What follows belongs to an exercise in optimizing a design on an open flow for small area, a short achievable clock period and few clock cycles per item; a production flow would make more cautious choices.
Where RTL was checked, it was by simulation tests only, not by an equivalence proof against the original.
Power figures rest on the tool's default switching activity, not on a simulated workload.

==> try-ember: inputs <==
Design pattern_date_time_parser_top, start of the top module:
module pattern_date_time_parser_top (
    input  logic                i_clk,
    input  logic                i_rst_n,
    input  logic                i_in_valid,
    output logic                o_in_stall,
    input  logic [8:0]          i_in_data,
    output logic                o_out_valid,
    input  logic                i_out_stall,
    output logic [50:0]         o_out_data,
    input  logic                i_cfg_wr_en,
    input  logic [0:0]          i_cfg_index,
    input  logic [63:0]         i_cfg_wdata
);
    logic [63:0] r_codes;
    logic [4:0]  r_len;          
    logic        r_cz;           
    logic [4:0]  len;            
    logic        r_hv, r_sv;     
    logic [5:0]  r_head, r_skid;
    logic [5:0]  in_item;
    logic        in_dig;
    logic        step;
    logic        head_load;
    always_ff @(posedge i_clk) begin
        if (!i_rst_n) begin
            r_len <= '0;
            r_cz  <= 1'b1;
        end else if (i_cfg_wr_en) begin
            if (i_cfg_index == pdtp_pkg::C_REG_PATTERN_CODES)
                r_cz <= 1'b0;
            else
                r_len <= i_cfg_wdata[4] ? 5'd16 : {1'b0, i_cfg_wdata[3:0]};
        end
    end
    always_ff @(posedge i_clk) begin
        if (i_cfg_wr_en && i_cfg_index == pdtp_pkg::C_REG_PATTERN_CODES)
            r_codes <= i_cfg_wdata;
    end
    assign len = r_cz ? 5'd0 : r_len;
    assign in_dig  = (i_in_data[8:5] == 4'd3) && (i_in_data[4:1] <= 4'd9);
    assign in_item = {i_in_data[0], in_dig, i_in_data[4:1]};
    assign head_load  = !r_hv || step;
    assign o_in_stall = r_sv;
    always_ff @(posedge i_clk) begin
        if (!i_rst_n) begin
            r_hv <= 1'b0;
            r_sv <= 1'b0;
        end else begin
            if (head_load)
                r_hv <= r_sv || i_in_valid;
            if (r_sv)
                r_sv <= !head_load;
            else
                r_sv <= !head_load && i_in_valid;
        end
    end
    always_ff @(posedge i_clk) begin
        if (head_load)
            r_head <= r_sv ? r_skid : in_item;
        if (!r_sv)
            r_skid <= in_item;
    end
  ...
==> flow/config.mk <==
export PLATFORM = sky130hd
export DESIGN_NAME = pattern_date_time_parser_top
export DESIGN_NICKNAME = pattern_date_time_parser_top
export VERILOG_FILES = /design/flow/design.v
export SDC_FILE = /design/flow/constraint.sdc
export NUM_CORES = 4
export LEC_CHECK = 0
export CAP_MARGIN = 20
export CORE_MARGIN = 2
export CORE_UTILIZATION = 40
export SLEW_MARGIN = 20
==> flow/constraint.sdc <==
create_clock -name core_clock -period 10.5 [get_ports {i_clk}]
set_input_delay 2.1000 -clock core_clock [delete_from_list [all_inputs] [get_ports {i_clk}]]
set_output_delay 2.1000 -clock core_clock [all_outputs]
set_load 0.01 [all_outputs]
standard.sh (not shown) runs the stock make flow with config.mk's settings and CLKGATE_MAP_FILE= SYNTH_SCRIPT=/design/flow/synth_recipe.tcl, a recipe that flattens the netlist after the stock synthesis.
==> flow/flow/run.sh <==
#!/bin/bash
# Own layout flow: the standard ORFS flow (standard.sh), unchanged except
#  - port buffers use a small fast buffer cell (every port still gets one);
set -euo pipefail
export BUFFER_PORTS_ARGS="-buffer_cell sky130_fd_sc_hd__buf_2"
export SETUP_SLACK_MARGIN=7.3
bash standard.sh > standard.log 2>&1
==> try-nickel: changes against try-ember <==
--- a/flow/design.v
+++ b/flow/design.v
@@ -56,10 +56,11 @@
     logic [6:0]  r_month, r_day, r_hour, r_minute, r_second;
     logic [1:0]  r_mc;
     logic [2:0]  r_dc;
     logic        r_hok, r_mok, r_sok;
     logic        r_matched, r_valid;
+    logic        zl, k_fresh, ld_y, ld_mon, ld_day, ld_hour, ld_min, ld_sec, ld_res;
     logic        step;
     logic [3:0]  c1, c2, cz;
     logic        act1, act2, actz;
     logic        run;
     logic        f0, flex0, y4, yy, isyear, f1, flex1;
@@ -288,28 +289,39 @@
         end
     end
     always_ff @(posedge i_clk) begin
         if (step) begin
             r_a      <= i_d;
-            r_year   <= n_year;
             r_ynz    <= n_ynz;
             r_leap   <= n_leap;
-            r_month  <= n_month;
             r_mc     <= n_mc;
-            r_day    <= n_day;
             r_dc     <= n_dc;
-            r_hour   <= n_hour;
             r_hok    <= n_hok;
-            r_minute <= n_minute;
             r_mok    <= n_mok;
-            r_second <= n_second;
             r_sok    <= n_sok;
         end
-        if (step && i_last) begin
-            r_matched <= matched;
-            r_valid   <= valid;
-        end
+    end
+    always_comb begin
+        zl      = i_last && !matched;
+        k_fresh = !step || (!r_fresh && !zl);
+        ld_y    = step && wry && !zl;
+        ld_mon  = step && we_mon && !zl;
+        ld_day  = step && we_day && !zl;
+        ld_hour = step && we_hour && !zl;
+        ld_min  = step && we_min && !zl;
+        ld_sec  = step && we_sec && !zl;
+        ld_res  = step && i_last;
+    end
+    always_ff @(posedge i_clk) begin
+        r_year    <= ({14{ld_y}}    & vy) | ({14{k_fresh && !(step && wry)}}    & r_year);
+        r_month   <= ({7{ld_mon}}   & v7) | ({7{k_fresh && !(step && we_mon)}}  & r_month);
+        r_day     <= ({7{ld_day}}   & v7) | ({7{k_fresh && !(step && we_day)}}  & r_day);
+        r_hour    <= ({7{ld_hour}}  & v7) | ({7{k_fresh && !(step && we_hour)}} & r_hour);
+        r_minute  <= ({7{ld_min}}   & v7) | ({7{k_fresh && !(step && we_min)}}  & r_minute);
+        r_second  <= ({7{ld_sec}}   & v7) | ({7{k_fresh && !(step && we_sec)}}  & r_second);
+        r_matched <= (ld_res && matched) | (!ld_res && r_matched);
+        r_valid   <= (ld_res && valid)   | (!ld_res && r_valid);
     end
     assign o_step  = step;
     assign o_valid = r_ov;
     assign o_data  = {r_year, r_month, r_day, r_hour, r_minute, r_second, r_matched, r_valid};
 endmodule
==> flow/flow/run.sh (replaced) <==
#!/bin/bash
# Own layout flow: the standard ORFS flow (standard.sh), unchanged except
#  - port buffers use a small fast buffer cell (every port still gets one);
set -euo pipefail
export BUFFER_PORTS_ARGS="-buffer_cell sky130_fd_sc_hd__buf_2"
export SETUP_SLACK_MARGIN=6.8
bash standard.sh > standard.log 2>&1
==> notes <==
try-nickel completed with no timing, DRC or antenna violations. try-ember finished with timing, DRC and antenna clean. Between try-ember and try-nickel, the lower die area is in try-nickel (gap 3.6%, measured against try-nickel). Between try-ember and try-nickel, the lower non-clock buffer count is in try-nickel (gap 23). Between try-nickel and try-ember, the lower area after synthesis is in try-nickel (gap about 3.6%, measured against try-ember). Of try-nickel and try-ember, try-nickel has the higher critical path depth (gap 8). Of try-ember and try-nickel, try-nickel has the higher global-route usage (gap 0.23 points). Of try-nickel and try-ember, try-ember has the higher via count (gap about 1.5%, measured against try-ember).
==> figures <==
Ratio of layout area to synthesized area: try-nickel 1.159x; try-ember 1.203x
Fraction of area in clock buffers and inverters: try-nickel 5.40%; try-ember 5.55%
Post-route cell area: try-nickel 10600 sq um; try-ember 11500 sq um
Type of element capturing the critical path: try-nickel register; try-ember output pin
Post-detailed-routing wire length: try-nickel 23400 um; try-ember 24100 um
Number of enable flip-flop cells after synthesis: try-nickel 92; try-ember 141
Detailed-route via count: try-nickel 7391; try-ember 7503
Result of the run: try-nickel no timing/DRC/antenna violations; try-ember no timing/DRC/antenna violations
Nonclk inv count: try-nickel 38; try-ember 33
Die height: try-nickel 155 um; try-ember 158 um
Multi-input logic cell count: try-nickel 636; try-ember 639
Total net switching power: try-nickel 407 uW; try-ember 448 uW
Utilization after layout: try-nickel 47.1%; try-ember 49.0%
Via density per instance: try-nickel 5.71; try-ember 5.56
Testbench counts of try-nickel, summed over its fixed seeds: cycles 233,137, chars 233,009.
Function not checked in try-ember: the RTL went through the layout flow alone.

[port drivers added, routing unchanged]
In the flow no input, the clock included, has a driving cell. The finished layouts below were timed again as built, in two steps.
Step 1 (the two cells are an assumption about what drives the block):
set clk [get_ports {i_clk}]
set_driving_cell -lib_cell sky130_fd_sc_hd__clkbuf_16 $clk
set_driving_cell -lib_cell sky130_fd_sc_hd__buf_2 [delete_from_list [all_inputs] $clk]
Step 2 also shifts input and output timing later by t, the mid clock arrival at the registers, as if the neighbouring blocks saw the same clock.
Slacks: ideal ports / drivers / drivers and shift; pairs: ideal ports / drivers.
| run | shift t [ns] | setup slack, ns | worst data-port slew with drivers (ns) |
|---|---|---|---|
| try-ember | 0.475 | 7.344 / 7.298 / 6.894 | 0.04 |
| try-nickel | 0.476 | 6.941 / 6.941 / 6.613 | 0.03 |
After both steps every run listed still meets setup and hold. For try-ember, which loses most, drivers alone change the setup slack by -0.046 ns; drivers and shift together by -0.450 ns.
